From an optimization exercise on the open Yosys and OpenROAD flow, aimed at small area, a short achievable clock period and few clock cycles per item; shortcuts taken in it are not production practice.
Function was checked by simulation only, so behaviour that the tests miss may differ from the original.
Power is estimated from default activity; no workload was simulated.

<file path="flow/run.sh">
#!/bin/bash
# synth_recipe.tcl (not shown) runs the flow's synth.tcl, then flattens the netlist and writes it again
# the make line also repeats each setting of config.mk as NAME=value (left out here)
make -C /OpenROAD-flow-scripts/flow DESIGN_CONFIG=/design/flow/config.mk WORK_HOME=/design/flow/orfs CLKGATE_MAP_FILE= SYNTH_SCRIPT=/design/flow/synth_recipe.tcl finish
</file>
<file path="flow/config.mk">
export PLATFORM = sky130hd
export DESIGN_NAME = ems_mapper_top
export DESIGN_NICKNAME = ems_mapper_top
export VERILOG_FILES = /design/flow/design.v
export SDC_FILE = /design/flow/constraint.sdc
export NUM_CORES = 4
export LEC_CHECK = 0
export CAP_MARGIN = 20
export CORE_MARGIN = 2
export CORE_UTILIZATION = 40
export SETUP_SLACK_MARGIN = 2.0
export SLEW_MARGIN = 20
</file>
<file path="flow/constraint.sdc">
create_clock -name core_clock -period 5.0 [get_ports {clock}]
set_input_delay 1.0000 -clock core_clock [delete_from_list [all_inputs] [get_ports {clock}]]
set_output_delay 1.0000 -clock core_clock [all_outputs]
set_load 0.01 [all_outputs]
</file>
<file path="flow/design.v">
package epfmm_pkg;
   localparam int unsigned MAP_PAGES  = 512;
   localparam int unsigned MAP_AW     = 9;
   localparam int unsigned PAGE_SHIFT = 11;
   localparam int unsigned CODE_W     = 3;
   localparam logic [MAP_AW-1:0] CONV_PAGES = 9'd320;
   localparam int unsigned FILL_FIRST = 320;
   localparam int unsigned FILL_PAGES = 160;
   localparam logic [CODE_W-1:0] RG_UNUSED  = 3'd0;
   localparam logic [CODE_W-1:0] RG_RAM     = 3'd1;
   localparam logic [CODE_W-1:0] RG_BOOTROM = 3'd2;
   localparam logic [CODE_W-1:0] RG_SDCARD  = 3'd3;
   localparam logic [CODE_W-1:0] RG_EMS     = 3'd4;
   localparam logic [1:0] MODE_IO_RD   = 2'd0;
   localparam logic [1:0] MODE_IO_WR   = 2'd1;
   localparam logic [1:0] MODE_LOOKUP  = 2'd2;
   localparam logic [1:0] MODE_REBUILD = 2'd3;
   localparam logic [3:0] OFS_EMS_LO   = 4'd10;
   localparam logic [3:0] OFS_EMS_HI   = 4'd11;
   localparam logic [3:0] OFS_EMS_FILL = 4'd12;
   localparam logic [3:0] OFS_UMB_LO   = 4'd13;
   localparam logic [3:0] OFS_UMB_HI   = 4'd14;
   localparam logic [3:0] OFS_UMB_FILL = 4'd15;
   localparam logic [7:0] CSR_NO_CONV   = 8'd0;
   localparam logic [7:0] CSR_NO_BOOT   = 8'd1;
   localparam logic [7:0] CSR_BOOT_ADDR = 8'd2;
   localparam logic [7:0] CSR_BOOT_SIZE = 8'd3;
   localparam logic [19:0] BOOT_ADDR_RST = 20'hF0000;
   localparam logic [20:0] BOOT_SIZE_RST = 21'h08000;
   localparam logic [15:0] FP_RST        = 16'hFFFF;
   localparam logic [MAP_AW-1:0] BLD_FIRST_RST = BOOT_ADDR_RST[19:11];
   localparam logic [10:0] BLD_LAST_RST =
      11'((22'(BOOT_ADDR_RST) + 22'(BOOT_SIZE_RST)) >> PAGE_SHIFT);
   localparam logic [18:0] SEG_LOW       = 19'h0A000;
   localparam logic [18:0] SEG_HIGH      = 19'h0F000;
   localparam logic [7:0]  BYTE_NONE     = 8'hFF;
   typedef struct packed {
      logic [1:0]  mode;
      logic [15:0] io_port;
      logic [7:0]  write_data;
      logic [19:0] mem_address;
   } req_type;
   typedef struct packed {
      logic [7:0]        read_data;
      logic [CODE_W-1:0] region;
      logic              ems_hit;
      logic [29:0]       ems_address;
   } rsp_type;
endpackage
module epfmm_page_ram (
   input  logic       clock,
   input  logic       clear,         
   input  logic       fill_go,       
   input  logic       clear_pend,    
   input  logic       fill_pend,     
   input  logic       fill_ems,
   input  logic [8:0] fill_s,        
   input  logic [8:0] fill_e,        
   input  logic [4:0] rd_lane,
   output logic [4:0] rd_ovr,        
   output logic [4:0] rd_ems
);
   localparam int unsigned FIRST = epfmm_pkg::FILL_FIRST;
   localparam int unsigned N     = epfmm_pkg::FILL_PAGES;
   localparam int unsigned W     = 32;
   localparam int unsigned G0    = FIRST / W;
   localparam int unsigned NG    = N / W;
   logic [N-1:0] ovr_ff, ems_ff;
   function automatic logic lt5(input logic [4:0] a, input logic [4:0] b);
      logic [4:0] g, e;
      g = ~a & b;
      e = ~(a ^ b);
      for (int k = 0; k < 3; k++) begin
         for (int i = 4; i >= 0; i--) begin
            if (i >= (1 << k)) begin
               g[i] = g[i] | (e[i] & g[i - (1 << k)]);
               e[i] = e[i] & e[i - (1 << k)];
            end
         end
      end
      lt5 = g[4];
   endfunction
   logic [NG-1:0] g_first, g_last, g_full;
   logic [NG-1:0] w_first, w_last, w_full;
   logic [W-1:0]  l_first, l_lt;
   logic          same;
   logic [N-1:0]  we;
   always_comb begin
      same = (fill_s[8:5] == fill_e[8:5]);
      for (int g = 0; g < NG; g++) begin
         g_first[g] = (4'(G0 + g) == fill_s[8:5]);
         g_last[g]  = !same && (4'(G0 + g) == fill_e[8:5]);
         g_full[g]  = (4'(G0 + g) > fill_s[8:5]) && (4'(G0 + g) < fill_e[8:5]);
         w_first[g] = fill_go && g_first[g];
         w_last[g]  = fill_go && g_last[g];
         w_full[g]  = fill_go && g_full[g];
      end
      for (int l = 0; l < W; l++) begin
         l_lt[l]    = (5'(l) < fill_e[4:0]);
         l_first[l] = (5'(l) >= fill_s[4:0]) && (l_lt[l] || !same);
      end
      for (int i = 0; i < N; i++) begin
         we[i] = w_full[i/W] || (w_first[i/W] && l_first[i%W]) ||
                 (w_last[i/W] && l_lt[i%W]);
      end
   end
   always_ff @(posedge clock) begin
      for (int i = 0; i < N; i++) begin
         if (clear) begin
            ovr_ff[i] <= 1'b0;
         end else if (we[i]) begin
            ovr_ff[i] <= 1'b1;
         end
         if (we[i]) begin
            ems_ff[i] <= fill_ems;
         end
      end
   end
   logic          r_lt, r_first;
   logic [NG-1:0] r_we;
   assign r_lt    = lt5(rd_lane, fill_e[4:0]);
   assign r_first = !lt5(rd_lane, fill_s[4:0]) && (r_lt || !same);
   always_comb begin
      for (int g = 0; g < NG; g++) begin
         r_we[g]   = fill_pend && (g_full[g] || (g_first[g] && r_first) ||
                                   (g_last[g] && r_lt));
         rd_ovr[g] = !clear_pend && (r_we[g] || ovr_ff[g*W + 32'(rd_lane)]);
         rd_ems[g] = r_we[g] ? fill_ems : ems_ff[g*W + 32'(rd_lane)];
      end
   end
endmodule
module ems_page_frame_memory_mapper_unit #(
   parameter int unsigned PORT_BASE = 608    
) (
   input  logic               clock,
   input  logic               reset,
   input  logic               req_valid,
   output logic               req_ready,
   input  epfmm_pkg::req_type req_data,
   output logic               rsp_valid,
   input  logic               rsp_ready,
   output epfmm_pkg::rsp_type rsp_data,
   input  logic               csr_valid,
   output logic               csr_ready,
   input  logic [7:0]         csr_index,
   input  logic [31:0]        csr_wdata
);
   localparam logic [15:0] PORT_BASE_W = 16'(PORT_BASE);
   localparam int unsigned NG = epfmm_pkg::FILL_PAGES / 32;
   function automatic logic lt9(input logic [8:0] a, input logic [8:0] b);
      logic [8:0] g, e;
      g = ~a & b;
      e = ~(a ^ b);
      for (int k = 0; k < 4; k++) begin
         for (int i = 8; i >= 0; i--) begin
            if (i >= (1 << k)) begin
               g[i] = g[i] | (e[i] & g[i - (1 << k)]);
               e[i] = e[i] & e[i - (1 << k)];
            end
         end
      end
      lt9 = g[8];
   endfunction
   function automatic logic [11:0] add12(input logic [11:0] a, input logic [11:0] b);
      logic [11:0] p, g, gg, pp;
      p  = a ^ b;
      g  = a & b;
      gg = g;
      pp = p;
      for (int k = 0; k < 4; k++) begin
         for (int i = 11; i >= 0; i--) begin
            if (i >= (1 << k)) begin
               gg[i] = gg[i] | (pp[i] & gg[i - (1 << k)]);
               pp[i] = pp[i] & pp[i - (1 << k)];
            end
         end
      end
      add12 = p ^ {gg[10:0], 1'b0};
   endfunction
   logic [15:0] fp_ff [4];
   logic [15:0] ems_seg_ff;
   logic [15:0] umb_seg_ff;
   logic        ncm_ff, nbr_ff;
   logic [19:0] boot_addr_ff;
   logic [20:0] boot_size_ff;
   logic [21:0] boot_end;
   logic        bld_ncm_ff, bld_nbr_ff;
   logic [8:0]  bld_first_ff;
   logic [8:0]  bld_last_ff;     
   logic        bld_big_ff;      
   logic          e_valid;
   logic          e_lk;        
   logic          e_rd;        
   logic          e_rd_fp;     
   logic          e_rd_map;    
   logic          e_wfp;       
   logic          e_fill;      
   logic          e_rb;        
   logic          e_hit;       
   logic [1:0]    e_frame;     
   logic [2:0]    e_ofs;
   logic [7:0]    e_wd;
   logic [19:0]   e_addr;      
   logic [1:0]    e_scode;     
   logic [NG-1:0] e_govr, e_gems;    
   logic        o_valid;
   epfmm_pkg::rsp_type o_data, res;
   logic        hold, req_fire;
   assign csr_ready = 1'b1;
   assign hold      = o_valid && !rsp_ready;
   assign req_ready = !hold;
   assign req_fire  = req_valid && !hold;
   assign rsp_valid = o_valid;
   assign rsp_data  = o_data;
   logic [1:0]  a_mode;
   logic        a_pv;
   logic [3:0]  a_ofs;
   logic [7:0]  a_wd;
   logic [19:0] a_addr;
   logic        a_wr;
   assign a_mode = req_data.mode;
   assign a_pv   = (req_data.io_port[15:4] == PORT_BASE_W[15:4]);
   assign a_ofs  = req_data.io_port[3:0];
   assign a_wd   = req_data.write_data;
   assign a_addr = req_data.mem_address;
   assign a_wr   = (a_mode == epfmm_pkg::MODE_IO_WR) && a_pv;
   always_ff @(posedge clock) begin
      if (reset) begin
         ems_seg_ff <= '0;
         umb_seg_ff <= '0;
      end else if (req_fire) begin
         if (a_mode == epfmm_pkg::MODE_REBUILD) begin
            ems_seg_ff <= '0;
            umb_seg_ff <= '0;
         end else if (a_wr) begin
            unique case (a_ofs)
               epfmm_pkg::OFS_EMS_LO: ems_seg_ff[7:0]  <= a_wd;
               epfmm_pkg::OFS_EMS_HI: ems_seg_ff[15:8] <= a_wd;
               epfmm_pkg::OFS_UMB_LO: umb_seg_ff[7:0]  <= a_wd;
               epfmm_pkg::OFS_UMB_HI: umb_seg_ff[15:8] <= a_wd;
               default: ;
            endcase
         end
      end
   end
   logic [8:0]  a_sp;
   logic [6:0]  a_sr;
   logic [10:0] a_cnt;
   logic [11:0] a_e;
   logic        a_ok;
   assign a_sp  = a_ofs[0] ? umb_seg_ff[15:7] : ems_seg_ff[15:7];
   assign a_sr  = a_ofs[0] ? umb_seg_ff[6:0]  : ems_seg_ff[6:0];
   assign a_cnt = a_ofs[0] ? {3'd0, a_wd} : {a_wd, 3'd0};
   assign a_e   = add12({3'd0, a_sp}, {1'b0, a_cnt});
   assign a_ok  = a_sp[8] && (a_sp[7] || a_sp[6]) && (a_e[11:9] == 3'd0) &&
                  ((a_e[8:5] != 4'hF) || ((a_e[4:0] == 5'd0) && (a_sr == 7'd0)));
   logic [5:0] a_fa, a_fb;
   logic [4:0] a_fb_p1;
   logic       a_lo_lt, a_hit;
   assign a_fa    = a_addr[19:14];
   assign a_fb    = ems_seg_ff[15:10];
   assign a_fb_p1 = 5'(a_fb[5:2]) + 5'd1;
   assign a_lo_lt = (a_fa[1:0] < a_fb[1:0]);
   assign a_hit = (ems_seg_ff[9:0] == 10'd0) &&
                  (((a_fa[5:2] == a_fb[5:2]) && !a_lo_lt) ||
                   (({1'b0, a_fa[5:2]} == a_fb_p1) && a_lo_lt));
   logic [8:0]    a_page;
   logic [1:0]    a_scode;
   logic [NG-1:0] a_govr, a_gems;
   logic          a_ge_first, a_lt_last, a_eq_last;
   assign a_page = a_mode[1] ? a_addr[19:11] : umb_seg_ff[15:7];
   assign a_ge_first = !lt9(a_page, bld_first_ff);
   assign a_lt_last  = bld_big_ff || lt9(a_page, bld_last_ff);
   assign a_eq_last  = !bld_big_ff && (a_page == bld_last_ff);
   always_comb begin
      if (!bld_nbr_ff && a_ge_first && a_lt_last) begin
         a_scode = 2'(epfmm_pkg::RG_BOOTROM);
      end else if (!bld_nbr_ff && a_eq_last) begin
         a_scode = 2'(epfmm_pkg::RG_SDCARD);
      end else if (!bld_ncm_ff && !(a_page[8] && (a_page[7] || a_page[6]))) begin
         a_scode = 2'(epfmm_pkg::RG_RAM);
      end else begin
         a_scode = 2'(epfmm_pkg::RG_UNUSED);
      end
   end
   always_ff @(posedge clock) begin
      if (reset) begin
         e_valid <= 1'b0;
      end else if (!hold) begin
         e_valid <= req_valid;
      end
   end
   always_ff @(posedge clock) begin
      if (!hold) begin
         e_lk     <= (a_mode == epfmm_pkg::MODE_LOOKUP);
         e_rd     <= (a_mode == epfmm_pkg::MODE_IO_RD);
         e_rd_fp  <= (a_mode == epfmm_pkg::MODE_IO_RD) && a_pv && !a_ofs[3];
         e_rd_map <= (a_mode == epfmm_pkg::MODE_IO_RD) && a_pv &&
                     (a_ofs == epfmm_pkg::OFS_UMB_FILL);
         e_wfp    <= a_wr && !a_ofs[3];
         e_fill   <= a_wr && a_ok && ((a_ofs == epfmm_pkg::OFS_EMS_FILL) ||
                                      (a_ofs == epfmm_pkg::OFS_UMB_FILL));
         e_rb     <= (a_mode == epfmm_pkg::MODE_REBUILD);
         e_hit    <= a_hit;
         e_frame  <= a_fa[1:0] - a_fb[1:0];
         e_ofs    <= a_ofs[2:0];
         e_wd     <= a_wd;
         e_addr   <= a_mode[1] ? a_addr : {a_sp, 2'd0, a_e[8:0]};
         e_scode  <= a_scode;
         e_govr   <= a_govr;
         e_gems   <= a_gems;
      end
   end
   assign boot_end = 22'(boot_addr_ff) + 22'(boot_size_ff);
   always_ff @(posedge clock) begin
      if (reset) begin
         bld_ncm_ff   <= 1'b0;
         bld_nbr_ff   <= 1'b0;
         bld_first_ff <= epfmm_pkg::BLD_FIRST_RST;
         bld_last_ff  <= epfmm_pkg::BLD_LAST_RST[8:0];
         bld_big_ff   <= (epfmm_pkg::BLD_LAST_RST[10:9] != 2'd0);
      end else if (req_fire && (a_mode == epfmm_pkg::MODE_REBUILD)) begin
         bld_ncm_ff   <= ncm_ff;
         bld_nbr_ff   <= nbr_ff;
         bld_first_ff <= boot_addr_ff[19:11];
         bld_last_ff  <= boot_end[19:11];
         bld_big_ff   <= (boot_end[21:20] != 2'd0);
      end
   end
   logic       x_fill, x_rb;
   assign x_fill = e_valid && e_fill;
   assign x_rb   = e_valid && e_rb;
   epfmm_page_ram u_page_ram (
      .clock      (clock),
      .clear      (reset || (x_rb && !hold)),
      .fill_go    (x_fill && !hold),
      .clear_pend (x_rb),
      .fill_pend  (x_fill),
      .fill_ems   (!e_ofs[0]),
      .fill_s     (e_addr[19:11]),
      .fill_e     (e_addr[8:0]),
      .rd_lane    (a_page[4:0]),
      .rd_ovr     (a_govr),
      .rd_ems     (a_gems)
   );
   logic [8:0]  page;
   logic        ovr, ems;
   logic [2:0]  code;
   logic [15:0] fp_sel;
   assign page = e_addr[19:11];
   always_comb begin
      ovr = 1'b0;
      ems = 1'b0;
      for (int g = 0; g < NG; g++) begin
         if (page[8:5] == 4'(epfmm_pkg::FILL_FIRST / 32 + g)) begin
            ovr = e_govr[g];
            ems = e_gems[g];
         end
      end
   end
   assign code = ovr ? (ems ? epfmm_pkg::RG_EMS : epfmm_pkg::RG_RAM) : {1'b0, e_scode};
   assign fp_sel = fp_ff[e_ofs[2:1]];
   always_comb begin
      res = '0;
      if (e_rd) begin
         if (e_rd_fp) begin
            res.read_data = e_ofs[0] ? fp_sel[15:8] : fp_sel[7:0];
         end else if (e_rd_map) begin
            res.read_data = 8'(code);
         end else begin
            res.read_data = epfmm_pkg::BYTE_NONE;
         end
      end
      if (e_lk) begin
         res.region  = code;
         res.ems_hit = e_hit;
         if (e_hit) begin
            res.ems_address = {fp_ff[e_frame], e_addr[13:0]};
         end
      end
   end
   always_ff @(posedge clock) begin
      if (reset) begin
         for (int s = 0; s < 4; s++) begin
            fp_ff[s] <= epfmm_pkg::FP_RST;
         end
      end else if (e_valid && !hold) begin
         if (e_rb) begin
            for (int s = 0; s < 4; s++) begin
               fp_ff[s] <= epfmm_pkg::FP_RST;
            end
         end else if (e_wfp) begin
            if (e_ofs[0]) begin
               fp_ff[e_ofs[2:1]][15:8] <= e_wd;
            end else begin
               fp_ff[e_ofs[2:1]][7:0] <= e_wd;
            end
         end
      end
   end
   always_ff @(posedge clock) begin
      if (reset) begin
         o_valid <= 1'b0;
      end else if (!hold) begin
         o_valid <= e_valid;
      end
   end
   always_ff @(posedge clock) begin
      if (!hold) begin
         o_data <= res;
      end
   end
   always_ff @(posedge clock) begin
      if (reset) begin
         ncm_ff       <= 1'b0;
         nbr_ff       <= 1'b0;
         boot_addr_ff <= epfmm_pkg::BOOT_ADDR_RST;
         boot_size_ff <= epfmm_pkg::BOOT_SIZE_RST;
      end else if (csr_valid && csr_ready) begin
         case (csr_index)
            epfmm_pkg::CSR_NO_CONV:   ncm_ff       <= csr_wdata[0];
            epfmm_pkg::CSR_NO_BOOT:   nbr_ff       <= csr_wdata[0];
            epfmm_pkg::CSR_BOOT_ADDR: boot_addr_ff <= csr_wdata[19:0];
            epfmm_pkg::CSR_BOOT_SIZE: boot_size_ff <= csr_wdata[20:0];
            default: ;
         endcase
      end
   end
endmodule
module ems_mapper_top (
   input  logic        clock,
   input  logic        reset,
   input  logic        req_valid,
   output logic        req_ready,
   input  logic [1:0]  req_mode,
   input  logic [15:0] req_io_port,
   input  logic [7:0]  req_write_data,
   input  logic [19:0] req_mem_address,
   output logic        rsp_valid,
   input  logic        rsp_ready,
   output logic [7:0]  rsp_read_data,
   output logic [2:0]  rsp_region,
   output logic        rsp_ems_hit,
   output logic [29:0] rsp_ems_address,
   input  logic        csr_valid,
   output logic        csr_ready,
   input  logic [7:0]  csr_index,
   input  logic [31:0] csr_wdata
);
   epfmm_pkg::req_type req_data;
   epfmm_pkg::rsp_type rsp_data;
   assign req_data.mode        = req_mode;
   assign req_data.io_port     = req_io_port;
   assign req_data.write_data  = req_write_data;
   assign req_data.mem_address = req_mem_address;
   assign rsp_read_data   = rsp_data.read_data;
   assign rsp_region      = rsp_data.region;
   assign rsp_ems_hit     = rsp_data.ems_hit;
   assign rsp_ems_address = rsp_data.ems_address;
   ems_page_frame_memory_mapper_unit #(.PORT_BASE(608)) u_unit (
      .clock     (clock),
      .reset     (reset),
      .req_valid (req_valid),
      .req_ready (req_ready),
      .req_data  (req_data),
      .rsp_valid (rsp_valid),
      .rsp_ready (rsp_ready),
      .rsp_data  (rsp_data),
      .csr_valid (csr_valid),
      .csr_ready (csr_ready),
      .csr_index (csr_index),
      .csr_wdata (csr_wdata)
   );
endmodule
</file>
==> results.txt, run 1 <==
The run finished with no timing, DRC or antenna violations. The number of flip-flops and latches in the synthesized netlist is 579. The leftover overflow at the end of global routing was 0. Type of element capturing the critical path: a register. The number of I/O port buffers works out to 123. The summed area of non-filler cells in the final layout came out at 0.03295 sq mm. In the post-synthesis netlist, the biggest area contributors are sky130_fd_sc_hd__edfxtp_1 (34%), sky130_fd_sc_hd__dfxtp_1 (19%), sky130_fd_sc_hd__nand2_1 (5.6%), sky130_fd_sc_hd__mux4_2 (4.7%), sky130_fd_sc_hd__o21a_1 (4.5%). The proportion of synthesized flip-flops having asynchronous set or reset works out to 0%. The leakage power is 11.51 nW, and the utilization after layout is 47.88%. Static timing analysis puts the maximum clock frequency at 333.5 MHz.

Synthesis produced a netlist whose cell count is 2576. In the synthesized netlist the dominant register cell turns out to be sky130_fd_sc_hd__edfxtp_1. The run gives 3 as the maximum number of buffers from clock root to sink. Setup total negative slack on the finished layout was measured at 0 ns.

Class of the worst hold path: reg2reg. In the routed design, unresolved DRC markers number 0. The time the final worst path needs with I/O delays and setup works out to 2.998 ns. The die covers 0.07196 sq mm. The run gives 2 as the number of synthesis warnings. The clock latency reported for the late side of the worst-skew pair is 0.60 ns, and the global placer's final weighted congestion is 0.9145.

For the final setup violation count, the log shows 0. The run gives 2 as the number of antenna violations at the first check in global routing. The ratio of cells with drive above 1 in the final layout was 15.83%; the final critical-path setup slack was 2.002 ns.

The distinct cell type count of the synthesized netlist is 86. For the post-synth net total, the log shows 2724. The floorplan die height works out to 268.2 microns. Summing internal, switching and leakage power gives 0.01113 W. The count of endpoints failing hold in the final timing report came out at 0. Start-to-end type of the worst setup path: in2reg.

CTS buffer count: 66. The first global-routing pass estimated 134100 microns of wire. Averaged over all synthesized cells, the footprint is 10.84 sq um. Entering global routing, the biggest net connects 161 pins. Clock root buffer master: sky130_fd_sc_hd__clkbuf_16.

The area share of the largest cell type after synthesis was 34.30%; the worst vdd rail ir drop was 0.2013 mV. Summing over every cut layer, the via total after detailed routing is 22138. The pre-CTS setup slack is 0.6526 ns. The die is 268.2 microns wide. The number of diodes was 0; the effective utilization at floorplan was 40.58%. Setup repair after global routing could not meet its margin everywhere.

The run gives 0.02338 ns as the setup clock skew after layout. sky130_fd_sc_hd__edfxtp_1 takes more of the synthesized area than any other cell. The max-slew violation count came out at 0. Counting flops with a built-in enable in the synthesized netlist gives 319. The maximum fanout along the worst path is 36.

The global router's overall resource usage is 24.64%, and the total power per unit cell area is 337.6 mW/mm^2. The final critical path takes up 59.97% of the cycle. After synthesis the cells add up to 0.02793 sq mm. At the pin with the least slew margin, the transition time is 1.077 ns. The tools report the worst slew slack as a fraction of its limit as 27.41%. Clock slew seen by the registers of the worst setup and hold paths: 0.06 ns.

The first detailed-routing pass ran for 6 iterations. The tools report the half-perimeter wire length after detailed placement as 58860 microns. For the number of hold buffers added after cts, the log shows 0. The net count of the finished layout is 2822, and the detailed-route wire length per cell is 24.50 microns. After detailed routing, the total wire length is 89510 microns. The post-detailed-route count of antenna-violating nets was 0; the number of vias per cell was 6.059. The sequential cell area fraction in the yosys report is 52.93%.

The tools report the number of violations of the max-capacitance limit as 0. Nature of the critical path startpoint: an input port. The required arrival time at the worst endpoint came out at 5.35 ns. For the via count of the first global-routing pass, the log shows 21288. Starting DRC count in detailed routing: 2577. The run gives 579 as the number of sinks driven by the clock tree. CTS built an H-tree with a depth of 3. Number of core rows: 96. The number of primary I/O pins came out at 136.

TritonCTS built the clock tree. The arrival time at the worst endpoint was 3.35 ns; the relative area change from synthesis to final layout was 17.98%. The placed instances occupy a cell area of 0.03012 sq mm. Area inside the core boundary: 0.06883 sq mm.
==> logic make-up (layout without fill, tap and decap cells) <==
family	count (synthesis)	count (layout)	share of synthesized area, %
and+or+nand+nor	916	916	15.43
AOI/OAI and AO/OA	645	645	17.01
DFF	579	579	52.93
buffers and inverters	213	360	3.409
muxes	142	142	7.875
adders and majority gates	57	57	2.607
xor gates and xnor gates	23	23	0.7212
other	1	1	0.01343
==> metrics by stage <==
stage,hold WS (ns),cells
6_report,0.4567,3654
5_1_grt,0.4719,3654
4_1_cts,0.4591,3645
2_1_floorplan,0.4312,2576
3_5_place_dp,0.4498,3496
3_3_place_gp,0.4417,3496
==> synthesized netlist by cell type (26+ instances only) <==
cell / count
sky130_fd_sc_hd__and2_1: 43
sky130_fd_sc_hd__o221ai_1: 110
sky130_fd_sc_hd__dfxtp_1: 260
sky130_fd_sc_hd__clkbuf_1: 111
sky130_fd_sc_hd__nand2b_1: 46
sky130_fd_sc_hd__buf_2: 56
sky130_fd_sc_hd__mux2i_1: 54
sky130_fd_sc_hd__mux2_2: 26
sky130_fd_sc_hd__nand3_1: 111
sky130_fd_sc_hd__nand2_1: 413
sky130_fd_sc_hd__ha_1: 55
sky130_fd_sc_hd__o21ai_0: 68
sky130_fd_sc_hd__a21oi_1: 122
sky130_fd_sc_hd__or2_2: 41
sky130_fd_sc_hd__and3_1: 46
sky130_fd_sc_hd__a31oi_1: 32
sky130_fd_sc_hd__mux4_2: 58
sky130_fd_sc_hd__o21a_1: 167
sky130_fd_sc_hd__edfxtp_1: 319
sky130_fd_sc_hd__nor2_1: 114
==> layout by cell type, fill, tap and decap left out, types with 58 or more instances in the layout <==
cell type,Yosys,layout
sky130_fd_sc_hd__clkbuf_16,0,68
sky130_fd_sc_hd__edfxtp_1,319,319
sky130_fd_sc_hd__dfxtp_1,260,259
sky130_fd_sc_hd__o221ai_1,110,110
sky130_fd_sc_hd__mux4_2,58,58
sky130_fd_sc_hd__a21oi_1,122,119
sky130_fd_sc_hd__o21a_1,167,167
sky130_fd_sc_hd__nor2_1,114,110
sky130_fd_sc_hd__nand3_1,111,110
sky130_fd_sc_hd__nand2_1,413,406
sky130_fd_sc_hd__clkdlybuf4s50_1,0,109
sky130_fd_sc_hd__buf_4,5,81
==> registers in the layout, indices dropped and copies added, names as in the netlist, 2 cells and up, named ones only <==
signal                    cells
u_unit.ems_seg_ff            16
u_unit.e_ofs                  3
u_unit.u_page_ram.ems_ff    160
u_unit.o_data                42
u_unit.e_gems                 5
u_unit.boot_size_ff          21
u_unit.e_wd                   8
u_unit.fp_ff                 64
u_unit.e_frame                2
u_unit.e_govr                 5
u_unit.boot_addr_ff          20
u_unit.bld_last_ff            9
u_unit.umb_seg_ff            16
u_unit.e_addr                20
u_unit.bld_first_ff           9
u_unit.u_page_ram.ovr_ff    160
u_unit.e_scode                2
==> worst paths after layout <==
kind	slack (ns)	to	cells past startpoint	startpoint
min	0.46	u_unit.bld_first_ff[0]	2	u_unit.bld_first_ff[0]
max reg2reg	2.03	u_unit.o_data[34]	7	u_unit.e_addr[17]
min reg2reg	0.46	u_unit.bld_first_ff[0]	2	u_unit.bld_first_ff[0]
max	2.00	u_unit.e_gems[0]	8	req_mem_address[13]
==> power by group <==
| part | total (W) | switching, W | leakage, nW | internal, W |
|---|---|---|---|---|
| registers | 0.00522 | 0.000106 | 5.05 | 0.00512 |
| clock network | 0.00476 | 0.00197 | 1.03 | 0.00280 |
| logic | 0.00114 | 0.000739 | 5.43 | 0.000401 |
| total | 0.0111 | 0.00281 | 11.5 | 0.00831 |
==> layer usage <==
| metal | track usage (%) | wire, microns | vias up |
|---|---|---|---|
| li1 | - | - | 9863 |
| met1 | 33.93 | 37800 | 10936 |
| met2 | 38.59 | 40430 | 1144 |
| met3 | 4.508 | 8105 | 193 |
| met4 | 9.422 | 3179 | 2 |
| met5 | 0 | 7 | - |
==> cell type report <==
class                      count  area (sq um)
clock inverter                30         285.3
inverter                      23         167.7
tap                          931          1165
multi-input combinational   1784         12600
timing repair buffer         215          2074
fill                        6197         35870
timing repair inverter         5         68.82
clock buffer                  87          1802
sequential                   579         14790
==> worst max-delay path, stage by stage <==
cell and delay (ns):
sky130_fd_sc_hd__dlygate4sd2_1 0.28, sky130_fd_sc_hd__mux2_4 0.28, sky130_fd_sc_hd__buf_12 0.17, sky130_fd_sc_hd__buf_16 0.21, sky130_fd_sc_hd__mux4_2 0.57, sky130_fd_sc_hd__a22oi_2 0.24, sky130_fd_sc_hd__nand4_1 0.21, sky130_fd_sc_hd__mux2_2 0.33
==> repair_timing <==
item / 4_1_cts / 5_1_grt
setup endpoints to repair: 361 / 159
resized for setup: 73 / 34
cloned: 5 / 2
setup buffers: 27 / 5
pin swaps: 11 / 16
Testbench counts, summed over its fixed seeds: cycles 7,101, items 7,085.
==> run 2, diff against run 1 <==
--- a/flow/config.mk
+++ b/flow/config.mk
@@ -9,4 +9,4 @@
 export CORE_MARGIN = 2
 export CORE_UTILIZATION = 40
-export SETUP_SLACK_MARGIN = 2.0
+export SETUP_SLACK_MARGIN = 2.2
 export SLEW_MARGIN = 20
==> run 2 against run 1 <==
  * Sequential share of layout area shrank 0.81 points
  * Combinational power grew 7%
  * Synthesized cell count is the same
  * Sequential power is essentially flat
  * Critical path depth grew 3
  * Worst hold slack gained 0.0035 ns
  * Via count grew 0.39%
  * Clock power is essentially flat
  * Power grew 0.87%
  * Cell count grew 0.47%
  * Highest routed layer is now met4
==> results.txt, run 2 <==
The completed layout was analyzed and its total power is 0.01122 W. The library cells used most frequently in the layout, excluding fill and tap cells, are sky130_fd_sc_hd__nand2_1 (405), sky130_fd_sc_hd__edfxtp_1 (319), sky130_fd_sc_hd__dfxtp_1 (259). The time the final worst path needs with I/O delays and setup came out at 2.865 ns. Summing all flip-flop and latch instances after layout gives 0.01479 sq mm.

The max-slew violation count came out at 0. The pre-antenna-repair detailed-routing pass consisted of 6 iterations. The total area inside the core boundary comes to 0.06883 sq mm. For the required arrival time at the worst endpoint, the log shows 5.45 ns. The CTS buffer count was 66.

Synthesis produced a netlist with a net count of 2724. STA classifies the critical path startpoint as an input port. The first global-routing pass estimated 135200 microns of wire. Setup repair after global routing could not meet its margin everywhere.

The tightest hold path in the finished design has a slack of 0.4602 ns. In this run the number of H-tree levels came out at 3. The tools report the type of element capturing the critical path as a register. The most common cell in the synthesized netlist is sky130_fd_sc_hd__nand2_1. Counting every instance in the synthesized netlist gives 2576. Derived from the worst setup path, the maximum achievable clock frequency is 349.0 MHz. Summed over all instances, the cell type with the most area after synthesis is sky130_fd_sc_hd__edfxtp_1.

The maximum fanout along the worst path was 4. The slew at the pin closest to its max-slew limit works out to 1.026 ns. The flow ran to the end and the layout has no timing, DRC or antenna violations. The tool flagged a number of max-cap violations equal to 0. The run gives 0 ns as the total negative setup slack. The critical path starts at req_io_port[0]. The number of vias per cell was 6.054. Clock latency on the worst-skew pair, taken at its later pin, is 0.62 ns. The logs give 2.20 ns for the worst setup slack for register-to-register paths and 579 for the number of sinks driven by the clock tree. After filler insertion, the fill cell instance count of the layout stands at 6152. In the final routed layout, each cell accounts on average for 24.64 microns. The floorplan die height is 268.2 microns, and the global placer's final weighted congestion is 0.9199.

Power spread over the standard cell area amounts to 334.5 mW/mm^2. The count of endpoints failing hold in the final timing report is 0, and the cell depth of the worst hold path is 1. The number of antenna diodes in the final layout is 0. In this run the deepest clock path goes through 3 buffers.

The largest registers in the layout are u_unit.u_page_ram.ems_ff x160, u_unit.u_page_ram.ovr_ff x160, u_unit.fp_ff x64. TritonCTS built the clock tree. The logs give 58860 microns for the half-perimeter wire length after detailed placement and 2 for the number of synthesis warnings. During placement, the flow inserted port buffers numbering 123.

The synthesized design contains 579 register bits. Capture point of the critical path: u_unit.e_fill. The wire length after detailed routing is 90470 microns. The startpoint identified for the worst register-to-register timing path is u_unit.e_addr[17]. Counting flops with an async set or reset pin after synthesis yields a share of 0%. Synthesis instantiated 86 different standard cells from the library.

Global routing used 24.93% of the available tracks. The horizontal extent of the die works out to 268.2 microns. The tools report the worst flop-to-flop path endpoint as u_unit.u_page_ram.ovr_ff[29].

Detailed routing inserted a total of 22225 vias. The leakage power was 11.68 nW; the post-detailed-route DRC marker count was 0. Setup violations remaining at the end of the flow were counted as 0. The number of cells on the worst reg-to-reg path was 7; the number of antenna violations at the first check in global routing was 2. Among all stages on the critical path, the largest delay is contributed by sky130_fd_sc_hd__fa_2. The post-detailed-route count of antenna-violating nets was 0; the maximum number of pins on one net before global-route repair was 133. The net count of the finished layout came out at 2837. Number of synthesized flops with an enable pin: 319.

The tree is rooted in a sky130_fd_sc_hd__clkbuf_16. Across the VDD grid, the largest voltage drop is 0.2208 mV. The area growth from synthesis to layout is 20.14%. Summed over its instances, the top area cell type makes up 34.30% of the synthesized netlist area. The run gives 21445 as the via count of the first global-routing pass. Sorting the synthesized cells by how often they occur yields sky130_fd_sc_hd__nand2_1 (413), sky130_fd_sc_hd__edfxtp_1 (319), sky130_fd_sc_hd__dfxtp_1 (260). Sequential elements use 52.93% of the synthesized area. The multi-input combinational cells in the finished layout cover a total of 0.01281 sq mm.

By area the synthesized netlist is led by sky130_fd_sc_hd__edfxtp_1 (34%), sky130_fd_sc_hd__dfxtp_1 (19%), sky130_fd_sc_hd__nand2_1 (5.6%), sky130_fd_sc_hd__mux4_2 (4.7%), sky130_fd_sc_hd__o21a_1 (4.5%). Cells with a size suffix above 1 make up 17.37% of the layout. The final critical path takes up 57.31% of the cycle.

The average size of a mapped cell is 10.84 sq um, and the setup clock skew after layout is 0.01888 ns. The maximum single-stage delay on the critical path was 0.35 ns; the utilization after layout was 48.75%. The initial utilization of the core area, before any placement, comes to 40.58%. The arrival time at the worst endpoint was 3.31 ns.

Global routing finished with a remaining overflow of 0. The setup path with the least slack is of type in2reg. In this run the cell area of the synthesized design comes to 0.02793 sq mm. The min-delay analysis places its worst path in the category reg2reg.

In the synthesized netlist the dominant register cell turns out to be sky130_fd_sc_hd__edfxtp_1. In this run, the number of DRC markers left after iteration 0 of detailed routing was 2438. Traced cell by cell, the critical path runs through buf_12 > mux2_4 > ha_4 > fa_2 > a21oi_2 > o211ai_1 > or3_4 > a31oi_4 > xor2_2 > nor3_2 > a311oi_1.

The die footprint came out at 0.07196 sq mm. Row generation in the floorplan step produced 96 rows. The tools report the worst slew slack as a fraction of its limit as 31.57%. The clock slew seen by the registers of the worst setup and hold paths was 0.06 ns; the number of primary I/O pins was 136. Leaving out fill and tap cells, the most frequent cell in the layout is sky130_fd_sc_hd__nand2_1.
-- run 2: cell counts after synthesis --
Identical to the previous run, type by type.
-- run 2: metal layers --
metal  global-route usage, %  wire length [microns]  part of all wire [%]  up-vias
met5                       0                      0                     0        -
met4                   10.19                   3413                   3.8        0
met3                   5.086                   8441                   9.3      196
met2                   38.83                  41170                    46     1116
met1                   33.94                  37440                    41    11014
li1                        -                      -                     -     9899
-- run 2: cell families (layout without fill, tap and decap cells) --
logic type	Yosys count	count (layout)	synth area share [%]
and+or+nand+nor	916	916	15.43
AOI/OAI and AO/OA	645	645	17.01
DFF	579	579	52.93
buffers and inverters	213	377	3.409
muxes	142	142	7.875
adders and majority gates	57	57	2.607
xor gates and xnor gates	23	23	0.7212
other	1	1	0.01343
-- run 2: worst min-delay path by stage --
stage                                 start                      endpoint  slack, ns
4_1_cts              u_unit.boot_addr_ff[2]        u_unit.boot_addr_ff[2]       0.46
3_3_place_gp   u_unit.u_page_ram.ovr_ff[89]  u_unit.u_page_ram.ovr_ff[89]       0.44
3_5_place_dp   u_unit.u_page_ram.ovr_ff[65]  u_unit.u_page_ram.ovr_ff[65]       0.45
2_1_floorplan                 u_unit.ncm_ff             u_unit.bld_ncm_ff       0.43
6_report       u_unit.u_page_ram.ovr_ff[65]  u_unit.u_page_ram.ovr_ff[65]       0.46
5_1_grt        u_unit.u_page_ram.ovr_ff[65]  u_unit.u_page_ram.ovr_ff[65]       0.48
-- run 2: area by class of cell --
| class | instances | share of cell area (%) |
|---|---|---|
| sequential | 579 | 44.06 |
| multi-input combinational | 1784 | 38.19 |
| timing repair buffer | 230 | 7.178 |
| clock buffer | 98 | 5.731 |
| tap | 931 | 3.471 |
| clock inverter | 21 | 0.6749 |
| inverter | 23 | 0.4959 |
| timing repair inverter | 5 | 0.1976 |
-- run 2: what timing repair did --
action | in CTS | in global routing
pin swaps | 20 | 20
gates resized for setup | 118 | 67
hold buffers | 0 | 0
endpoints found under the hold margin | 0 | 0
cloned | 8 | 1
endpoints found under the setup margin | 513 | 182
setup buffers | 42 | 9
-- run 2: power by group --
group / leakage (nW) / internal [W] / switching, W / total [W]
clock network: 1.04 / 0.00275 / 0.00203 / 0.00478
logic: 5.59 / 0.000441 / 0.000783 / 0.00122
registers: 5.05 / 0.00512 / 0.000101 / 0.00522
-- run 2: per-stage QoR --
stage	cells	area, sq um	setup WS, ns
global placement	3491	30130	0.5493
finish	3671	33560	2.135
global route	3671	33560	2.036
CTS	3661	33210	2.099
floorplan	2576	28300	1.395
detailed placement	3492	30150	0.5591
-- run 2: worst max-delay path, delay by kind of cell --
family	cells	cell delay, ns
buffers and inverters	1	0.11
AOI/OAI and AO/OA	4	0.75
muxes	1	0.31
xor gates and xnor gates	1	0.20
and+or+nand+nor	2	0.42
adders and majority gates	2	0.51
==> run 3, diff against run 2 <==
--- a/flow/config.mk
+++ b/flow/config.mk
@@ -8,5 +8,5 @@
 export CAP_MARGIN = 20
 export CORE_MARGIN = 2
-export CORE_UTILIZATION = 40
+export CORE_UTILIZATION = 55
 export SETUP_SLACK_MARGIN = 2.2
 export SLEW_MARGIN = 20
==> run 3 against run 2 <==
  * Critical endpoint unchanged
  * Still clean
  * Die area shrank 27%
  * Cell count decreased by 7.7%
  * Largest power group unchanged
  * Area after synthesis stayed put
  * Combinational power down 5%
  * Critical path type unchanged
==> results.txt, run 3 <==
The run finished with no timing, DRC or antenna violations. Post-synth net total: 2724. After detailed routing, the number of remaining DRC violations is 0. Sorting the synthesized cells by area gives the leading types as sky130_fd_sc_hd__edfxtp_1 (34%), sky130_fd_sc_hd__dfxtp_1 (19%), sky130_fd_sc_hd__nand2_1 (5.6%), sky130_fd_sc_hd__mux4_2 (4.7%), sky130_fd_sc_hd__o21a_1 (4.5%).

The leftover overflow at the end of global routing is 0, and the maximum fanout along the worst path is 8. After synthesis, the most frequently instantiated cells are sky130_fd_sc_hd__nand2_1 (413), sky130_fd_sc_hd__edfxtp_1 (319), sky130_fd_sc_hd__dfxtp_1 (260). The total power after layout is 0.01090 W. Nature of the critical path startpoint: an input port. The synthesized design spends more area on one cell type than any other, namely sky130_fd_sc_hd__edfxtp_1. The worst path needs 2.973 ns of the cycle, external delays included.

Setup slack on the critical path of the routed design comes to 2.027 ns. The post-route netlist has 16.19% of its cells at a drive strength greater than 1. The pre-CTS setup slack is 0.5815 ns, and the number of core rows is 82.

Summing every instance area after synthesis gives 0.02793 sq mm. The tools report the maximum number of pins on one net before global-route repair as 107. The maximum number of buffers from clock root to sink is 3, and the clock slew seen by the registers of the worst setup and hold paths is 0.06 ns. Final-layout fill cell count: 3989. In this run the static leakage power is 11.48 nW.

Summing the sequential cell areas from Yosys gives 52.93% of the chip area. The library cell used most frequently in the layout, excluding fill and tap cells, is sky130_fd_sc_hd__nand2_1. At the later pin of the worst-skew pair, clock insertion delay measures 0.64 ns. The die is 229.4 microns wide.

The worst vdd rail ir drop was 0.3186 mV. The distinct cell type count of the synthesized netlist came out at 86. For this run, the leading register cell type out of synthesis is sky130_fd_sc_hd__edfxtp_1. The global router's overall resource usage was 32.87%.

The worst hold path belongs to the class reg2reg. The largest registers in the layout are u_unit.u_page_ram.ems_ff x160, u_unit.u_page_ram.ovr_ff x160, u_unit.fp_ff x64. The library cells used most frequently in the layout, excluding fill and tap cells, are sky130_fd_sc_hd__nand2_1 (406), sky130_fd_sc_hd__edfxtp_1 (319), sky130_fd_sc_hd__dfxtp_1 (258).

For this run, asynchronously set or reset flops after synthesis account for 0%. Number of synthesized flops with an enable pin: 319. The max-slew violation count was 0; the post-detailed-route count of antenna-violating nets was 0. The number of primary I/O pins was 136. The starting DRC count in detailed routing is 2455, and the via count is 22188. Headroom to the max-slew limit came out at 41.27%. The number of instances in the synthesized netlist was 2576. Setup violations remaining at the end of the flow were counted as 0. Of the post-synthesis cell area, the dominant cell type holds 34.30%.

The worst setup path is captured at a register. The total area inside the core boundary comes to 0.05017 sq mm. The run gives 21470 as the via count of the first global-routing pass. The net count of the finished layout is 2815.

The number of hold buffers added after cts is 0. The logs give 0 for the count of endpoints failing hold in the final timing report and 57810 microns for the half-perimeter wire length after detailed placement. The relative area change from synthesis to final layout works out to 17.09%.

The peak clock frequency supported by timing is 336.3 MHz, and the number of I/O port buffers is 123. The worst path uses 59.47% of the clock period. The die covers 0.05260 sq mm.

Counting every sink on the clock net gives 579. The number of flip-flops and latches in the synthesized netlist came out at 579. The first global-routing pass estimated 131300 microns of wire. The critical path is of the in2reg type. The detailed-route wire length per cell was 25.79 microns; the detailed-router iteration count before antenna repair was 6. The CTS H-tree depth is 2, and the wire length after detailed routing is 87420 microns.

TritonCTS built the clock tree. Setup repair after global routing could not meet its margin everywhere. The tools report the global placer's final weighted congestion as 0.9518. The utilization after layout was 65.19%. In this run the power density over the cells is 333.3 mW/mm^2.

The clock arrives with 0.03094 ns of skew. 0 antenna diodes ended up in the layout. The run gives 60 as the CTS buffer count. In the routed layout, each cell is associated on average with a via count of 6.545. For this run, the number of Yosys warnings is 2. For the pin with the worst max-slew slack, the measured transition is 0.8810 ns. From bottom edge to top edge, the die measures 229.4 microns. Data on the critical path arrives at its endpoint at 3.41 ns. Across the run, the number of max-cap violations was 0.

The run gives 0 as the number of antenna violations at the first check in global routing. The effective utilization at floorplan is 55.67%, and the total negative setup slack is 0 ns. In this run the clock root is driven by a sky130_fd_sc_hd__clkbuf_16.

A synthesized cell averages 10.84 sq um. STA puts the critical path data required time at 5.43 ns. In the post-synthesis netlist, the cell with the most instances is sky130_fd_sc_hd__nand2_1.

Non-filler instance count after layout: 3390. In this run, placement finished with an instance count of 3233.
-- run 3: path summary, 6_finish.rpt --
| path | startpoint | depth (start not counted) | end | slack [ns] |
|---|---|---|---|---|
| max | req_io_port[0] | 11 | u_unit.e_fill | 2.03 |
| min | u_unit.bld_first_ff[0] | 2 | u_unit.bld_first_ff[0] | 0.46 |
| max reg2reg | u_unit.e_addr[17] | 6 | u_unit.u_page_ram.ems_ff[87] | 2.14 |
| min reg2reg | u_unit.bld_first_ff[0] | 2 | u_unit.bld_first_ff[0] | 0.46 |
-- run 3: critical path: stages --
cell	delay, ns
sky130_fd_sc_hd__buf_12	0.12
sky130_fd_sc_hd__mux2_4	0.32
sky130_fd_sc_hd__ha_4	0.17
sky130_fd_sc_hd__fa_2	0.36
sky130_fd_sc_hd__a21oi_2	0.17
sky130_fd_sc_hd__o211ai_1	0.13
sky130_fd_sc_hd__or3_4	0.40
sky130_fd_sc_hd__a31oi_4	0.22
sky130_fd_sc_hd__xor2_1	0.20
sky130_fd_sc_hd__nor3_1	0.06
sky130_fd_sc_hd__a311oi_1	0.27
-- run 3: final cells by class --
| type | count | area, sq um | area share [%] |
|---|---|---|---|
| Clock buffer | 96 | 1809 | 5.532 |
| Timing Repair Buffer | 214 | 2133 | 6.523 |
| Sequential cell | 579 | 14790 | 45.21 |
| Tap cell | 672 | 840.8 | 2.571 |
| Clock inverter | 17 | 193.9 | 0.5930 |
| Multi-Input combinational cell | 1785 | 12710 | 38.88 |
| Timing Repair inverter | 4 | 57.56 | 0.1760 |
| Inverter | 23 | 167.7 | 0.5127 |
-- run 3: metal layers --
metal,vias to the layer above,track usage (%),share of wire [%]
met2,1153,50.52,45
li1,9851,-,-
met1,10963,45.60,42
met4,0,12.62,3.8
met3,221,7.383,10
met5,-,0,0
-- run 3: kinds of logic after synthesis --
group	Yosys count	synth area share [%]
simple gates	916	15.43
compound gates	645	17.01
flops	579	52.93
buf+inv	213	3.409
mux	142	7.875
fa+ha+maj	57	2.607
xor+xnor	23	0.7212
other cells	1	0.01343
-- run 3: timing repair --
item / CTS / global route
pin swaps: 5 / 17
endpoints found under the setup margin: 483 / 188
cloned: 5 / 2
buffers inserted: 28 / 8
gates resized for setup: 98 / 60
-- run 3: report_power, final --
part	leakage, nW	switching, W	internal (W)
clock network	0.988	0.00185	0.00267
logic	5.44	0.000745	0.000413
registers	5.05	0.000107	0.00512
-- run 3: stage by stage --
stage / hold slack, ns / area [sq um]
after floorplan: 0.4312 / 28300
after global placement: 0.4432 / 29800
after detailed placement: 0.4476 / 29800
after CTS: 0.4586 / 32350
after global routing: 0.4725 / 32700
final: 0.4566 / 32700
==> run 4, diff against run 3 <==
--- a/flow/config.mk
+++ b/flow/config.mk
@@ -8,5 +8,7 @@
 export CAP_MARGIN = 20
 export CORE_MARGIN = 2
-export CORE_UTILIZATION = 55
+export CORE_UTILIZATION = 40
+export CTS_CLUSTER_DIAMETER = 60
+export CTS_CLUSTER_SIZE = 25
 export SETUP_SLACK_MARGIN = 2.2
 export SLEW_MARGIN = 20
==> run 4 against run 3 <==
  * Still clean
  * Worst setup slack improved by 0.11 ns
  * Synthesized cell count stayed put
  * Maximum frequency is 3.8% higher
  * Critical path depth did not move
  * Area after synthesis stayed put
  * Sequential power hardly changed
  * Design area is 0.59% higher
  * Sequential share of layout area fell by 0.27 points
==> results.txt, run 4 <==
The CTS H-tree depth came out at 2. The worst hold path terminates at u_unit.bld_ncm_ff. The tools report the worst flop-to-flop path endpoint as u_unit.u_page_ram.ems_ff[138]. The number of instances in the synthesized netlist is 2576, and the peak clock frequency supported by timing is 349.2 MHz.

The CTS buffer count came out at 43. Counting flops and latches in the post-synthesis netlist gives 579. The count of endpoints failing hold in the final timing report came out at 0. The ratio of cells with drive above 1 in the final layout was 16.43%. The floorplan step defined a die boundary enclosing 0.07196 sq mm.

The clock passes through at most 3 buffers. The most used flip-flop cell after synthesis is sky130_fd_sc_hd__edfxtp_1. The detailed-route wire length per cell is 24.88 microns, and the time the final worst path needs with I/O delays and setup is 2.864 ns.

In this run the core area contains 96 standard-cell rows. The floorplan die height is 268.2 microns, and the number of violations of the max-capacitance limit is 0. For this design the static power due to leakage is 11.38 nW.

Summed over its instances, the top area cell type makes up 34.30% of the synthesized netlist area. In the routed design, unresolved DRC markers number 0. Max-slew violation count: 0. Arrival time at the worst endpoint: 3.30 ns. The mapped netlist covers 0.02793 sq mm. Entering global routing, the biggest net connects 133 pins. The global placer's final weighted congestion was 0.9199.

The setup path with the least slack is of type in2reg. Setup repair after global routing could not meet its margin everywhere. The leftover overflow at the end of global routing was 0. The run gives 52.93% as the sequential cell area fraction in the yosys report. The nature of the critical path startpoint is an input port. Tracing the worst setup path back leads to its startpoint at req_io_port[0].

sky130_fd_sc_hd__nand2_1 is the most common cell in the netlist. The worst register-to-register path has a depth of 5. Once detail routing completed, the nets flagged for antenna violations numbered 0. The effective utilization at floorplan was 40.58%; the number of I/O port buffers was 123. The worst setup path is captured at a register. The setup check on the worst reg-to-reg path leaves a slack of 2.18 ns. For the wire length after detailed routing, the log shows 90140 microns. Counting distinct cell types in the post-synthesis netlist gives 86.

The library cell used most frequently in the layout, excluding fill and tap cells, is sky130_fd_sc_hd__nand2_1. The commonest cells after synthesis are sky130_fd_sc_hd__nand2_1 (413), sky130_fd_sc_hd__edfxtp_1 (319), sky130_fd_sc_hd__dfxtp_1 (260). The global router's overall resource usage was 24.70%; the clock slew seen by the registers of the worst setup and hold paths was 0.09 ns. After synthesis, the cell types taking the most area are sky130_fd_sc_hd__edfxtp_1 (34%), sky130_fd_sc_hd__dfxtp_1 (19%), sky130_fd_sc_hd__nand2_1 (5.6%), sky130_fd_sc_hd__mux4_2 (4.7%), sky130_fd_sc_hd__o21a_1 (4.5%).

Summing over every cut layer, the via total after detailed routing is 22045. Final-layout fill cell count: 6237. The startpoint of the lowest-slack register-to-register path was u_unit.e_addr[0].

The average instance in the mapped netlist occupies 10.84 sq um. The tools report the number of primary I/O pins as 136. The number of vias per cell was 6.085.

The flow ran to the end and the layout has no timing, DRC or antenna violations. The final setup violation count came out at 0. In the final layout, the registers with the most flip-flops are u_unit.u_page_ram.ems_ff x160, u_unit.u_page_ram.ovr_ff x160, u_unit.fp_ff x64.

The starting DRC count in detailed routing was 2497; the number of synthesis warnings was 2. Power spread over the standard cell area amounts to 314.5 mW/mm^2. The number of antenna violations at the first check in global routing is 2. In the final design database the tool counted 2804 nets. The total negative setup slack was 0 ns. The horizontal extent of the die works out to 268.2 microns. The total power after layout is 0.01035 W, and the detailed-router iteration count before antenna repair is 6. The slew at the pin closest to its max-slew limit is 1.028 ns, and the maximum fanout along the worst path is 4. In this run the standard cell core region covers 0.06883 sq mm. Summed over all nets, the half-perimeter wirelength after detailed placement is 58860 microns. The worst hold path begins at u_unit.ncm_ff. The synthesized design spends more area on one cell type than any other, namely sky130_fd_sc_hd__edfxtp_1. At the later pin of the worst-skew pair, clock insertion delay measures 0.62 ns. The tree is rooted in a sky130_fd_sc_hd__clkbuf_16. The wire length of the first global-routing pass came out at 133700 microns. The worst-case IR drop observed on VDD is 0.2759 mV. The path class of the tightest hold or removal check is reg2reg.

The post-synth net total was 2724. The number of sinks driven by the clock tree was 579. For the worst slew slack as a fraction of its limit, the log shows 31.44%. The proportion of synthesized flip-flops having asynchronous set or reset was 0%; the number of synthesized flops with an enable pin was 319. The cell depth of the worst hold path came out at 2. The share of the clock period used by the worst path was 57.28%. The via count of the first global-routing pass was 21072. Setup clock skew after layout: 0.03821 ns. From synthesis to final layout, the design area changed by 17.78%. At the worst endpoint, the required time is 5.44 ns.

In the layout the commonest cells are sky130_fd_sc_hd__nand2_1 (407), sky130_fd_sc_hd__edfxtp_1 (319), sky130_fd_sc_hd__dfxtp_1 (259). TritonCTS built the clock tree.
==> run 4: cell types whose count changed in the layout (fill, tap and decap cells not counted), sizes merged, moves of 2 or more <==
cell / delta
clkinvlp: +2
inv: +18
buf: +4
bufbuf: +4
clkbuf: -51
clkinv: -3
dlygate4sd2: +2
dlymetal6s2s: -2
==> run 4: worst max path at each step <==
stage | endpoint | cells after the start | slack (ns)
after floorplan | u_unit.e_fill | 12 | 1.40
after global placement | u_unit.e_fill | 11 | 0.55
after detailed placement | u_unit.e_fill | 11 | 0.56
after CTS | u_unit.e_fill | 11 | 2.08
after global routing | u_unit.e_fill | 11 | 2.02
final | u_unit.e_fill | 11 | 2.14
==> run 4: cells by family after synthesis <==
kind of cell / Yosys count / synth area share, %
other cells: 1 / 0.01343
simple gates: 916 / 15.43
compound gates: 645 / 17.01
mux: 142 / 7.875
buf+inv: 213 / 3.409
fa+ha+maj: 57 / 2.607
xor+xnor: 23 / 0.7212
flops: 579 / 52.93
==> run 4: power breakdown <==
group / internal [W] / switching [W]
Clock: 0.00198 / 0.00193
Sequential: 0.00511 / 0.000101
Combinational: 0.000438 / 0.000781
Total: 0.00753 / 0.00282
==> run 4: area by class of cell <==
type | instances | area [sq um] | area share (%)
repair buffers | 220 | 2362 | 7.181
flip-flops and latches | 579 | 14790 | 44.94
well taps | 931 | 1165 | 3.541
clock buffers | 47 | 1155 | 3.510
clock inverters | 33 | 426.7 | 1.297
inverters | 23 | 161.4 | 0.4906
multi-input cells | 1784 | 12770 | 38.83
repair inverters | 5 | 66.31 | 0.2016
diodes | 1 | 2.502 | 0.007607
==> run 4: stage by stage <==
step	area (sq um)	hold slack [ns]	cells	utilization, %	worst slack (ns)
after floorplan	28300	0.4312	2576	-	1.395
after global placement	30130	0.4410	3491	43.78	0.5493
after detailed placement	30150	0.4483	3492	43.80	0.5591
after CTS	32610	0.4631	3616	47.38	2.085
after global routing	32900	0.4820	3622	47.79	2.021
final	32900	0.4557	3623	47.80	2.136
==> run 4: what timing repair did <==
action / 4_1_cts / 5_1_grt
gates cloned: 9 / 1
setup endpoints to repair: 520 / 148
pin swaps: 18 / 15
hold buffers: 0 / 0
gates resized for setup: 119 / 60
setup buffers: 35 / 5
==> run 4: metal layers <==
layer	vias to the layer above	track usage [%]	routed length (microns)
met1	10942	33.76	37470
met3	215	4.967	8127
li1	9806	-	-
met4	0	9.965	3724
met2	1082	38.42	40820
met5	-	0	0
==> run 4: worst max-delay path, cell delays in order <==
cell and delay (ns):
sky130_fd_sc_hd__buf_12 0.11, sky130_fd_sc_hd__mux2_4 0.31, sky130_fd_sc_hd__ha_4 0.16, sky130_fd_sc_hd__fa_2 0.35, sky130_fd_sc_hd__a21oi_2 0.15, sky130_fd_sc_hd__o211ai_1 0.13, sky130_fd_sc_hd__or3_4 0.35, sky130_fd_sc_hd__a31oi_4 0.22
sky130_fd_sc_hd__xor2_2 0.18, sky130_fd_sc_hd__nor3_1 0.08, sky130_fd_sc_hd__a311oi_1 0.24
==> run 5, diff against run 4 <==
--- a/flow/config.mk
+++ b/flow/config.mk
@@ -9,6 +9,6 @@
 export CORE_MARGIN = 2
 export CORE_UTILIZATION = 40
-export CTS_CLUSTER_DIAMETER = 60
-export CTS_CLUSTER_SIZE = 25
+export CTS_CLUSTER_DIAMETER = 80
+export CTS_CLUSTER_SIZE = 30
 export SETUP_SLACK_MARGIN = 2.2
 export SLEW_MARGIN = 20
==> run 5 against run 4 <==
  * Still clean on timing, DRC and antenna
  * Sequential share of layout area is 0.79 points higher
  * Routed wire length is 1.2% lower
  * Worst setup slack better by 0.053 ns
  * Count of clock-buffer cells in the layout is 12 lower
  * Die area stayed put
  * First-iteration DRC count is 4.2% lower
  * Sequential power hardly changed
  * Design area is 1.7% lower
  * Cell count is 0.47% lower
  * Critical path depth stayed put
  * Critical path type unchanged
  * Largest cell class unchanged
  * Largest power group unchanged
==> results.txt, run 5 <==
In this run, the number of DRC markers left after iteration 0 of detailed routing was 2393. The via count of the first global-routing pass is 21102, and the wire length of the first global-routing pass is 133100 microns. The clock reaches the later pin of the worst-skew pair after 0.67 ns. In this design, the stage delay of the slowest critical-path cell is 0.35 ns. The detail route stage leaves a number of antenna-violating nets equal to 0.

The detailed router placed 21977 vias in this run. The run gives 2576 as the number of instances in the synthesized netlist. STA classifies the critical path endpoint as a register.

The average instance in the mapped netlist occupies 10.84 sq um. After clock tree synthesis, the flow added hold-fix buffers numbering 0. After Yosys synthesis, and, or, nand and nor cells account for 15.43% of the synthesized area. For the pin with the worst max-slew slack, the measured transition is 1.034 ns.

Between clock sinks in the finished design, the worst skew comes to 0.04966 ns. Final hold analysis gives a worst-case slack of 0.4654 ns. The main combinational cell family by area after synthesis was compound AO/OA/AOI/OAI gates. The leakage power was 11.11 nW. The arrival time at the worst endpoint came out at 3.30 ns. The run gives 0 ns as the total negative setup slack.

The number of primary I/O pins was 136. Counting flops with an async set or reset pin after synthesis yields a share of 0%. Once detailed placement completed, the half-perimeter wirelength came to 58860 microns. The ratio of cells with drive above 1 in the final layout works out to 15.59%. From left edge to right edge, the die measures 268.2 microns. The largest total area in the synthesized netlist belongs to sky130_fd_sc_hd__edfxtp_1. The worst path needs 2.812 ns of the cycle, external delays included. Measured against its own limit, the worst slew margin works out to 31.09%. Relative area change from synthesis to final layout: 15.75%. The sequential cell area fraction in the yosys report was 52.93%. The met1 routing resource usage after global routing is 34.37%.

The number of flip-flops and latches in the synthesized netlist came out at 579. For this run, global-route usage on met2 was measured as 38.11%. Area of the mapped netlist: 0.02793 sq mm.

In this run the vertical extent of the chip is 268.2 microns. The global placer's final weighted congestion came out at 0.9199. The required arrival time at the worst endpoint came out at 5.49 ns. CTS saw 579 sinks. The total power per unit cell area is 295.3 mW/mm^2.

The worst-case IR drop observed on VDD is 0.2616 mV. The multiplexer fraction of the synthesized cell area was 7.875%. The cell sitting at the root of the clock tree is a sky130_fd_sc_hd__clkbuf_16. After global routing the overflow that remains totals 0. The final critical-path setup slack was 2.189 ns. Entering global routing, the biggest net connects 133 pins.

Walking the worst path, the cells encountered are buf_12 > mux2_4 > ha_4 > fa_2 > a21oi_2 > o211ai_1 > or3_4 > a31oi_4 > mux2i_1 > o21ai_0 > a311oi_1. Along the worst path, the maximum fanout reaches 4. The cell type of the slowest stage on the worst timing path is sky130_fd_sc_hd__fa_2. The first detailed-routing pass took 5 iterations.

The run gives 31 as the CTS buffer count. The tools report the final setup violation count as 0. The max-slew violation count came out at 0.

The number of I/O port buffers was 123. STA classifies the critical path startpoint as an input port. The run gives 6287 as the final-layout fill cell count.

Setup repair after global routing could not meet its margin everywhere. The synthesized design devotes to its leading area cell type 34.30% of total area. Derived from the worst setup path, the maximum achievable clock frequency is 355.7 MHz. Yosys mapped the design onto 86 distinct sky130hd cell types. Sorting the synthesized cells by how often they occur yields sky130_fd_sc_hd__nand2_1 (413), sky130_fd_sc_hd__edfxtp_1 (319), sky130_fd_sc_hd__dfxtp_1 (260). Number of core rows: 96. The wire length after detailed routing is 89090 microns. The final layout contains 2797 nets. The synthesized netlist devotes 0.7212% of its cell area to XOR and XNOR gates. The floorplan step defined a die boundary enclosing 0.07196 sq mm. The run gives 0.03015 sq mm as the instance area at placement.

The global-route layer with the greatest usage was met2. The run gives 0.06883 sq mm as the area inside the core boundary. The leading cell type by number of instances after synthesis is sky130_fd_sc_hd__nand2_1. The synthesized design contains 319 enable-type register cells. Share of the clock period used by the worst path: 56.23%. The most common cell after layout, fill and taps aside was sky130_fd_sc_hd__nand2_1. The largest registers in the layout are u_unit.u_page_ram.ems_ff x160, u_unit.u_page_ram.ovr_ff x160, u_unit.fp_ff x64. Global routing used 24.35% of the available tracks across all layers. The initial utilization of the core area, before any placement, comes to 40.58%. The number of violations of the max-capacitance limit is 0, and the maximum number of buffers from clock root to sink is 3. In the layout the commonest cells are sky130_fd_sc_hd__nand2_1 (409), sky130_fd_sc_hd__edfxtp_1 (319), sky130_fd_sc_hd__dfxtp_1 (259).

After clock tree synthesis, the clock-pin slew on the worst setup and hold paths is 0.10 ns. For the number of antenna violations at the first check in global routing, the log shows 1. The detailed-route wire length per cell is 24.71 microns, and the number of synthesis warnings is 2. The synthesized netlist devotes 2.607% of its cell area to adder and majority cells. After synthesis, the cell types taking the most area are sky130_fd_sc_hd__edfxtp_1 (34%), sky130_fd_sc_hd__dfxtp_1 (19%), sky130_fd_sc_hd__nand2_1 (5.6%), sky130_fd_sc_hd__mux4_2 (4.7%), sky130_fd_sc_hd__o21a_1 (4.5%).

Number of vias per cell: 6.095. TritonCTS built the clock tree. The run gives 1 as the CTS H-tree depth.

The post-synth net total is 2724. The flow ran to the end and the layout has no timing, DRC or antenna violations. The critical path in this run is classified as in2reg.

The pre-CTS setup slack came out at 0.5591 ns. The utilization after layout is 46.97%, and the global-route track usage on met3 is 3.400%. The finished cells cover 0.03233 sq mm.

The tightest min-delay check is of the reg2reg type. The count of endpoints failing hold in the final timing report is 0. The predominant post-synthesis flop cell is sky130_fd_sc_hd__edfxtp_1. For this run, design rule violations remaining after detail routing come to 0.

The fraction of the mapped netlist area in compound gates is 17.01%.
## run 5: cell families after synthesis
group,count (synthesis)
mux,142
other cells,1
compound gates,645
buf+inv,213
xor+xnor,23
fa+ha+maj,57
simple gates,916
flops,579
## run 5: worst max-delay path: cells and delay by family
family | cells | cell delay, ns
AO/OA/AOI/OAI | 5 | 0.80
multiplexers | 2 | 0.51
adder cells (fa/ha/maj) | 2 | 0.51
AND/OR/NAND/NOR | 1 | 0.35
buffers and inverters | 1 | 0.11
## run 5: path summary, 6_finish.rpt
check	slack [ns]	cells after the start	from	endpoint
worst min register to register	0.47	2	u_unit.boot_addr_ff[4]	u_unit.boot_addr_ff[4]
worst min-delay path	0.47	2	u_unit.boot_addr_ff[4]	u_unit.boot_addr_ff[4]
worst max-delay path	2.19	11	req_io_port[0]	u_unit.e_fill
worst max register to register	2.22	5	u_unit.e_addr[0]	u_unit.u_page_ram.ems_ff[138]
## run 5: metrics by stage
step           cells  total power (W)
2_1_floorplan   2576         0.005913
6_report        3606         0.009546
4_1_cts         3595         0.009546
3_5_place_dp    3492         0.006382
3_3_place_gp    3491         0.006367
5_1_grt         3605         0.009822
## run 5: what timing repair did
item,CTS,global route
resized for setup,102,54
cloned,7,0
buffers inserted,38,10
setup endpoints to repair,468,152
pin swaps,17,20
## run 5: report_power, final
part / switching, W / leakage, nW / total [W] / internal, W
registers: 0.000101 / 5.05 / 0.00521 / 0.00511
logic: 0.000776 / 5.51 / 0.00120 / 0.000429
clock network: 0.00179 / 0.544 / 0.00313 / 0.00134
total: 0.00267 / 11.1 / 0.00955 / 0.00688
## run 5: layer usage
| layer | share of wire [%] | wire [microns] |
|---|---|---|
| met1 | 42 | 37590 |
| met2 | 45 | 40460 |
| met3 | 8.6 | 7659 |
| met4 | 3.8 | 3389 |
| met5 | 0 | 0 |
## run 5: area by class of cell
| class | count | area (sq um) | share of cell area, % |
|---|---|---|---|
| sequential | 579 | 14790 | 45.73 |
| multi-input combinational | 1784 | 12730 | 39.37 |
| timing repair buffer | 225 | 2287 | 7.075 |
| tap | 931 | 1165 | 3.603 |
| clock buffer | 35 | 812.0 | 2.512 |
| clock inverter | 23 | 316.6 | 0.9792 |
| inverter | 23 | 166.4 | 0.5147 |
| timing repair inverter | 5 | 66.31 | 0.2051 |
| antenna | 1 | 2.502 | 0.007741 |

-- static timing again, ports no longer ideal --
The results above use ideal ports. As a check the final layouts listed here were re-extracted and re-timed, cells and wires unchanged. Step 1 (the two cells are an assumption about what drives the block):
set clk [get_ports {clock}]
set_driving_cell -lib_cell sky130_fd_sc_hd__clkbuf_16 $clk
set_driving_cell -lib_cell sky130_fd_sc_hd__buf_2 [delete_from_list [all_inputs] $clk]
Step 2, shift: input delay + t, output delay - t, t = (earliest + latest rising clock arrival at the registers) / 2. This alone moves slack from input paths to output paths. Slacks: no drivers / after step 1 / after step 2; pairs: no drivers / after step 1.
run | t, ns | slack for setup (ns) | hold slack, ns
run 1 | 0.655 | 2.002 / 2.033 / 1.380 | 0.457 / 0.457 / 0.457
run 2 | 0.673 | 2.135 / 2.108 / 1.435 | 0.460 / 0.460 / 0.460
run 3 | 0.680 | 2.027 / 2.033 / 1.353 | 0.457 / 0.457 / 0.457
run 4 | 0.665 | 2.136 / 2.111 / 1.445 | 0.456 / 0.456 / 0.456
run 5 | 0.709 | 2.188 / 2.166 / 1.457 | 0.465 / 0.465 / 0.465
After both steps every run listed still meets setup and hold. For run 5, which loses most, drivers alone change the setup slack by -0.022 ns; drivers and shift together by -0.731 ns.
